This design comes from an exercise in tuning for small area, a short achievable clock period and few clock cycles per item on the open sky130 flow, not from production work. At most, simulation tests tie the RTL to the original design; equivalence was not proved. Power figures rest on the tool's default switching activity, not on a simulated workload.

==> job 3999: inputs <==
// sha256_padder
module sha256_padder #(
    parameter int LEN_W = 19
) (
    input  logic         Clk,
    input  logic         Reset,
    input  logic [7:0]   InData,
    input  logic         InValid,
    input  logic         InLast,
    output logic         InReady,
    output logic [511:0] Chunk,
    output logic         ChunkValid,
    output logic         ChunkLast,
    input  logic         ChunkReady
);
==> module sha256_padder, before the edit <==
module sha256_padder #(
    parameter int LEN_W = 19
) (
    input  logic         Clk,
    input  logic         Reset,
    input  logic [7:0]   InData,
    input  logic         InValid,
    input  logic         InLast,
    output logic         InReady,
    output logic [511:0] Chunk,
    output logic         ChunkValid,
    output logic         ChunkLast,
    input  logic         ChunkReady
);
    logic [511:0] r_q;           
    logic         cv_q;          
    logic         cl_q;          
    logic         he_q;          
    logic         rdy_q;         
    logic [7:0]   hd_q;          
    logic         hl_q;          
    logic         pend2_q;       
    logic         p2_80_q;       
    logic [15:0]  cnt_q;         
    logic [5:0]   c;             
    logic         r_free, wr, wl, p2w, fits, loadlen;
    logic [7:0]   bd;
    logic         bl;
    logic [63:0]  lenbits;       
    logic [63:0]  sel, above, nxt;    
    logic [63:0]  k, w, s;
    logic [511:0] r_d;
    assign InReady    = rdy_q;
    assign c          = cnt_q[5:0];
    assign Chunk      = r_q;
    assign ChunkValid = cv_q;
    assign ChunkLast  = cl_q;
    assign r_free  = ~pend2_q & (~cv_q | ChunkReady);
    assign bd      = he_q ? InData : hd_q;
    assign bl      = he_q ? InLast : hl_q;
    assign wr      = (~he_q | InValid) & r_free;
    assign wl      = wr & bl;
    assign p2w     = pend2_q & cv_q & ChunkReady;
    assign fits    = (c != 6'd0) & (c <= 6'd55);
    assign loadlen = (wl & fits) | p2w;
    assign lenbits = {45'b0, cnt_q, 3'b000};
    always_comb begin
        for (int i = 0; i < 64; i++) begin
            sel[i]   = (c == 6'(i + 1));
            above[i] = (c != 6'd0) & (6'(i) >= c);
            nxt[i]   = (i > 0) ? (c == 6'(i)) : 1'b0;
        end
    end
    assign w = {64{wr}} & sel;
    assign k = ~(w | ({64{wl}} & above) | {64{p2w}});
    assign s = ({64{wl}} & nxt) | {63'b0, p2w & p2_80_q};   
    for (genvar i = 0; i < 56; i++) begin : g_lane
        for (genvar b = 0; b < 7; b++) begin : g_bit
            sha256_padder_cell u_cell (
                .q(r_q[511 - 8*i - 7 + b]), .k(k[i]), .w(w[i]), .d(bd[b]),
                .y(r_d[511 - 8*i - 7 + b])
            );
        end
        sha256_padder_cell7 u_cell7 (
            .q(r_q[511 - 8*i]), .k(k[i]), .w(w[i]), .d(bd[7]), .s(s[i]),
            .y(r_d[511 - 8*i])
        );
    end
    always_comb begin
        for (int i = 56; i < 64; i++) begin
            for (int b = 0; b < 8; b++) begin
                r_d[511 - 8*i - 7 + b] =
                    (r_q[511 - 8*i - 7 + b] & k[i]) |
                    (w[i] & bd[b]) |
                    ((b == 7) ? s[i] : 1'b0) |
                    (loadlen & lenbits[8*(63-i) + b]);
            end
        end
    end
    always_ff @(posedge Clk) begin
        r_q <= r_d;
        if (he_q) begin
            hd_q <= InData;
            hl_q <= InLast;
        end
    end
    always_ff @(posedge Clk or negedge Reset) begin
        if (!Reset) begin
            cv_q    <= 1'b0;
            cl_q    <= 1'b0;
            he_q    <= 1'b1;
            rdy_q   <= 1'b1;
            pend2_q <= 1'b0;
            p2_80_q <= 1'b0;
            cnt_q   <= 16'd1;
        end else begin
            if (!he_q) begin
                if (r_free) begin
                    he_q  <= 1'b1;
                    rdy_q <= 1'b1;
                end
            end else if (InValid & ~r_free) begin
                he_q  <= 1'b0;
                rdy_q <= 1'b0;
            end
            if (cv_q & ChunkReady) cv_q <= 1'b0;
            if (p2w) begin
                cv_q    <= 1'b1;
                cl_q    <= 1'b1;
                pend2_q <= 1'b0;
                cnt_q   <= 16'd1;
            end else if (wr) begin
                if (bl) begin
                    cv_q    <= 1'b1;
                    cl_q    <= fits;
                    pend2_q <= ~fits;
                    p2_80_q <= (c == 6'd0);
                    if (fits) cnt_q <= 16'd1;
                end else begin
                    cnt_q <= cnt_q + 16'd1;
                    if (c == 6'd0) begin
                        cv_q <= 1'b1;
                        cl_q <= 1'b0;
                    end
                end
            end
        end
    end
endmodule
==> module sha256_padder_cell, before the edit <==
module sha256_padder_cell (
    input  logic q,
    input  logic k,
    input  logic w,
    input  logic d,
    output logic y
);
    assign y = (q & k) | (w & d);
endmodule
==> module sha256_padder_cell7, before the edit <==
module sha256_padder_cell7 (
    input  logic q,
    input  logic k,
    input  logic w,
    input  logic d,
    input  logic s,
    output logic y
);
    assign y = (q & k) | (w & d) | s;
endmodule
clock: 4.5 ns
lec_check: 0
cap_margin: 20
core_margin: 2
core_utilization: 50
slew_margin: 20
synth_hierarchical: 1
synth_minimum_keep_size: 0
standard.sh (not shown) runs the stock make flow with config.mk's settings and CLKGATE_MAP_FILE= SYNTH_SCRIPT=/design/flow/synth_recipe.tcl, a recipe that flattens the netlist after the stock synthesis.
==> flow/flow/run.sh <==
#!/bin/bash
# Standard ORFS layout with two changes: the port buffers use a small buffer cell, and
# clock tree synthesis adds no dummy loads. Each tool's output goes to ORFS's own logs
# (orfs/logs/...); this script's and make's output goes to flow.log here.
set -euo pipefail
export BUFFER_PORTS_ARGS="-buffer_cell sky130_fd_sc_hd__buf_1"
export CTS_ARGS="-sink_clustering_enable -repair_clock_nets -dont_use_dummy_load"
bash standard.sh > flow.log 2>&1
==> inputs of job 4703, as changes to job 3999 <==
==> flow/design.v (replaced) <==
module sha256_padder #(
    parameter int LEN_W = 19
) (
    input  logic         Clk,
    input  logic         Reset,
    input  logic [7:0]   InData,
    input  logic         InValid,
    input  logic         InLast,
    output logic         InReady,
    output logic [511:0] Chunk,
    output logic         ChunkValid,
    output logic         ChunkLast,
    input  logic         ChunkReady
);
    logic [511:0] r_q;           
    logic         cv_q;          
    logic         cl_q;          
    logic         hv_q;          
    logic [7:0]   hd_q;          
    logic         hl_q;          
    logic         pend2_q;       
    logic         p2_80_q;       
    logic [15:0]  len_q;         
    logic [5:0]   p;
    logic         r_free, wr, wl, p2w, fits, loadlen;
    logic [7:0]   bd;
    logic         bl;
    logic [15:0]  len_inc;
    logic [63:0]  lenbits;       
    logic [63:0]  sel, above, nxt;    
    logic [63:0]  k, w, s;
    logic [511:0] r_d;
    assign p          = len_q[5:0];
    assign InReady    = ~hv_q;
    assign Chunk      = r_q;
    assign ChunkValid = cv_q;
    assign ChunkLast  = cl_q;
    assign r_free  = ~pend2_q & (~cv_q | ChunkReady);
    assign bd      = hv_q ? hd_q : InData;
    assign bl      = hv_q ? hl_q : InLast;
    assign wr      = (hv_q | InValid) & r_free;
    assign wl      = wr & bl;
    assign p2w     = pend2_q & cv_q & ChunkReady;
    assign fits    = (p <= 6'd54);
    assign loadlen = (wl & fits) | p2w;
    assign len_inc = len_q + 16'd1;
    assign lenbits = {45'b0, len_inc, 3'b000};
    always_comb begin
        for (int i = 0; i < 64; i++) begin
            sel[i]   = (p == 6'(i));
            above[i] = (6'(i) > p);
            nxt[i]   = (i > 0) ? (p == 6'(i - 1)) : 1'b0;
        end
    end
    assign w = {64{wr}} & sel;
    assign k = ~(w | ({64{wl}} & above) | {64{p2w}});
    assign s = ({64{wl}} & nxt) | {63'b0, p2w & p2_80_q};   
    always_comb begin
        for (int i = 0; i < 64; i++) begin
            for (int b = 0; b < 8; b++) begin
                r_d[511 - 8*i - 7 + b] =
                    (r_q[511 - 8*i - 7 + b] & k[i]) |
                    (w[i] & bd[b]) |
                    ((b == 7) ? s[i] : 1'b0) |
                    ((i >= 56) ? (loadlen & lenbits[8*(63-i) + b]) : 1'b0);
            end
        end
    end
    always_ff @(posedge Clk) begin
        r_q <= r_d;
        if (~hv_q) begin
            hd_q <= InData;
            hl_q <= InLast;
        end
    end
    always_ff @(posedge Clk or negedge Reset) begin
        if (!Reset) begin
            cv_q    <= 1'b0;
            cl_q    <= 1'b0;
            hv_q    <= 1'b0;
            pend2_q <= 1'b0;
            p2_80_q <= 1'b0;
            len_q   <= '0;
        end else begin
            if (hv_q) begin
                if (r_free) hv_q <= 1'b0;
            end else if (InValid & ~r_free) begin
                hv_q <= 1'b1;
            end
            if (cv_q & ChunkReady) cv_q <= 1'b0;
            if (p2w) begin
                cv_q    <= 1'b1;
                cl_q    <= 1'b1;
                pend2_q <= 1'b0;
                len_q   <= '0;
            end else if (wr) begin
                if (bl) begin
                    cv_q    <= 1'b1;
                    cl_q    <= fits;
                    pend2_q <= ~fits;
                    p2_80_q <= (p == 6'd63);
                    if (fits) len_q <= '0;
                end else begin
                    len_q <= len_inc;
                    if (p == 6'd63) begin
                        cv_q <= 1'b1;
                        cl_q <= 1'b0;
                    end
                end
            end
        end
    end
endmodule
==> flow/run.sh (new file) <==
#!/bin/bash
# synth_recipe.tcl (not shown) runs the flow's synth.tcl, then flattens the netlist and writes it again
# the make line also repeats each setting of config.mk as NAME=value (left out here)
make -C /OpenROAD-flow-scripts/flow DESIGN_CONFIG=/design/flow/config.mk WORK_HOME=/design/flow/orfs CLKGATE_MAP_FILE= SYNTH_SCRIPT=/design/flow/synth_recipe.tcl finish
Settings changed: CORE_UTILIZATION 50 to 40, SYNTH_HIERARCHICAL 1 to unset, SYNTH_MINIMUM_KEEP_SIZE 0 to unset.
removed: flow/flow/run.sh
removed: flow/standard.sh
==> inputs of job 6109, as changes to job 3999 <==
--- a/flow/design.v
+++ b/flow/design.v
@@ -17,11 +17,10 @@
     logic         cl_q;          
     logic         he_q;          
-    logic         rdy_q;         
     logic [7:0]   hd_q;          
     logic         hl_q;          
     logic         pend2_q;       
     logic         p2_80_q;       
+    logic [5:0]   p_q;           
     logic [15:0]  cnt_q;         
-    logic [5:0]   c;             
     logic         r_free, wr, wl, p2w, fits, loadlen;
     logic [7:0]   bd;
@@ -31,6 +30,5 @@
     logic [63:0]  k, w, s;
     logic [511:0] r_d;
-    assign InReady    = rdy_q;
-    assign c          = cnt_q[5:0];
+    assign InReady    = he_q;
     assign Chunk      = r_q;
     assign ChunkValid = cv_q;
@@ -42,12 +40,12 @@
     assign wl      = wr & bl;
     assign p2w     = pend2_q & cv_q & ChunkReady;
-    assign fits    = (c != 6'd0) & (c <= 6'd55);
+    assign fits    = (p_q <= 6'd54);
     assign loadlen = (wl & fits) | p2w;
     assign lenbits = {45'b0, cnt_q, 3'b000};
     always_comb begin
         for (int i = 0; i < 64; i++) begin
-            sel[i]   = (c == 6'(i + 1));
-            above[i] = (c != 6'd0) & (6'(i) >= c);
-            nxt[i]   = (i > 0) ? (c == 6'(i)) : 1'b0;
+            sel[i]   = (p_q == 6'(i));
+            above[i] = (6'(i) > p_q);
+            nxt[i]   = (i > 0) ? (p_q == 6'(i - 1)) : 1'b0;
         end
     end
@@ -90,17 +88,13 @@
             cl_q    <= 1'b0;
             he_q    <= 1'b1;
-            rdy_q   <= 1'b1;
             pend2_q <= 1'b0;
             p2_80_q <= 1'b0;
+            p_q     <= '0;
             cnt_q   <= 16'd1;
         end else begin
             if (!he_q) begin
-                if (r_free) begin
-                    he_q  <= 1'b1;
-                    rdy_q <= 1'b1;
-                end
+                if (r_free) he_q <= 1'b1;
             end else if (InValid & ~r_free) begin
-                he_q  <= 1'b0;
-                rdy_q <= 1'b0;
+                he_q <= 1'b0;
             end
             if (cv_q & ChunkReady) cv_q <= 1'b0;
@@ -111,13 +105,15 @@
                 cnt_q   <= 16'd1;
             end else if (wr) begin
+                p_q <= p_q + 6'd1;
                 if (bl) begin
                     cv_q    <= 1'b1;
                     cl_q    <= fits;
                     pend2_q <= ~fits;
-                    p2_80_q <= (c == 6'd0);
+                    p2_80_q <= (p_q == 6'd63);
+                    p_q     <= '0;
                     if (fits) cnt_q <= 16'd1;
                 end else begin
                     cnt_q <= cnt_q + 16'd1;
-                    if (c == 6'd0) begin
+                    if (p_q == 6'd63) begin
                         cv_q <= 1'b1;
                         cl_q <= 1'b0;
==> flow/run.sh (new file) <==
#!/bin/bash
# synth_recipe.tcl (not shown) runs the flow's synth.tcl, then flattens the netlist and writes it again
# the make line also repeats each setting of config.mk as NAME=value (left out here)
make -C /OpenROAD-flow-scripts/flow DESIGN_CONFIG=/design/flow/config.mk WORK_HOME=/design/flow/orfs CLKGATE_MAP_FILE= SYNTH_SCRIPT=/design/flow/synth_recipe.tcl finish
Settings changed: CORE_UTILIZATION 50 to 60, SETUP_SLACK_MARGIN set to 2.0.
removed: flow/flow/run.sh
removed: flow/standard.sh
==> qor summary <==
metric                                                              job 3999    job 4703                   job 6109
Final setup skew                                                  0.04918 ns  0.03348 ns                          -
Result of the run                           no timing/DRC/antenna violations  no timing/DRC/antenna violations  aborted with a tool error
Last stage reached                                                         -           -   global routing (5_1_grt)
Number of DRC markers after the initial detailed-route iteration       1,529       1,567                          -
Minimum setup slack among reg-to-reg paths                           0.97 ns     1.14 ns                          -
Clock net power                                                    0.00374 W   0.00463 W                          -
Post-route DRC violation count                                             0           0                          -
Util after Layout                                                     61.93%      56.70%                          -
Multi-input gate share of the layout cell area                        31.85%      28.93%                          -
Tightest slew margin relative to the limit                            23.19%      25.18%                          -
Via density                                                            6.281       5.851                          -
Worst Path Class, Setup                                              reg2reg     reg2reg                          -
Count of mapped cells out of synthesis                                 1,628       1,914                      1,627
Proportion of layout cells with a drive suffix above 1                7.101%      8.405%                          -
Highest attainable clock frequency                                0.2833 GHz  0.2980 GHz                          -
Count of non-filler cells in the finished layout                       2,679       3,057                          -
Testbench counts of job 4703, summed over its fixed seeds: cycles 53,324, bytes 53,274.
Only the layout flow was run in job 3999 and job 6109; the RTL was not checked for function there.

## separate check: timing with driven ports
How much do the figures lean on ideal ports? The routed layouts below were timed once more, with nothing changed but the port constraints. Step 1 sets driving cells, clkbuf_16 on the clock port and buf_2 on the other inputs (assumed; they add their load-dependent delay and slew). Step 2 also shifts input and output timing later by t, the mid clock arrival at the registers, as if the neighbouring blocks saw the same clock. Slacks: ideal / step 1 / step 2; pairs: ideal / step 1.
run	t, ns	slack for setup (ns)	worst hold slack (ns)	latest minus earliest clock arrival (ns)	pins driven straight from the clock port
job 3999	0.645	0.970 / 0.970 / 0.677	0.287 / 0.248 / 0.461	0.050 / 0.050	1
job 4703	0.665	1.145 / 1.145 / 0.564	0.238 / 0.239 / 0.450	0.034 / 0.033	1
After both steps every run listed still meets setup and hold. The setup slack of job 4703, which loses most, moves by 0.000 ns with the drivers and by -0.581 ns with both steps.
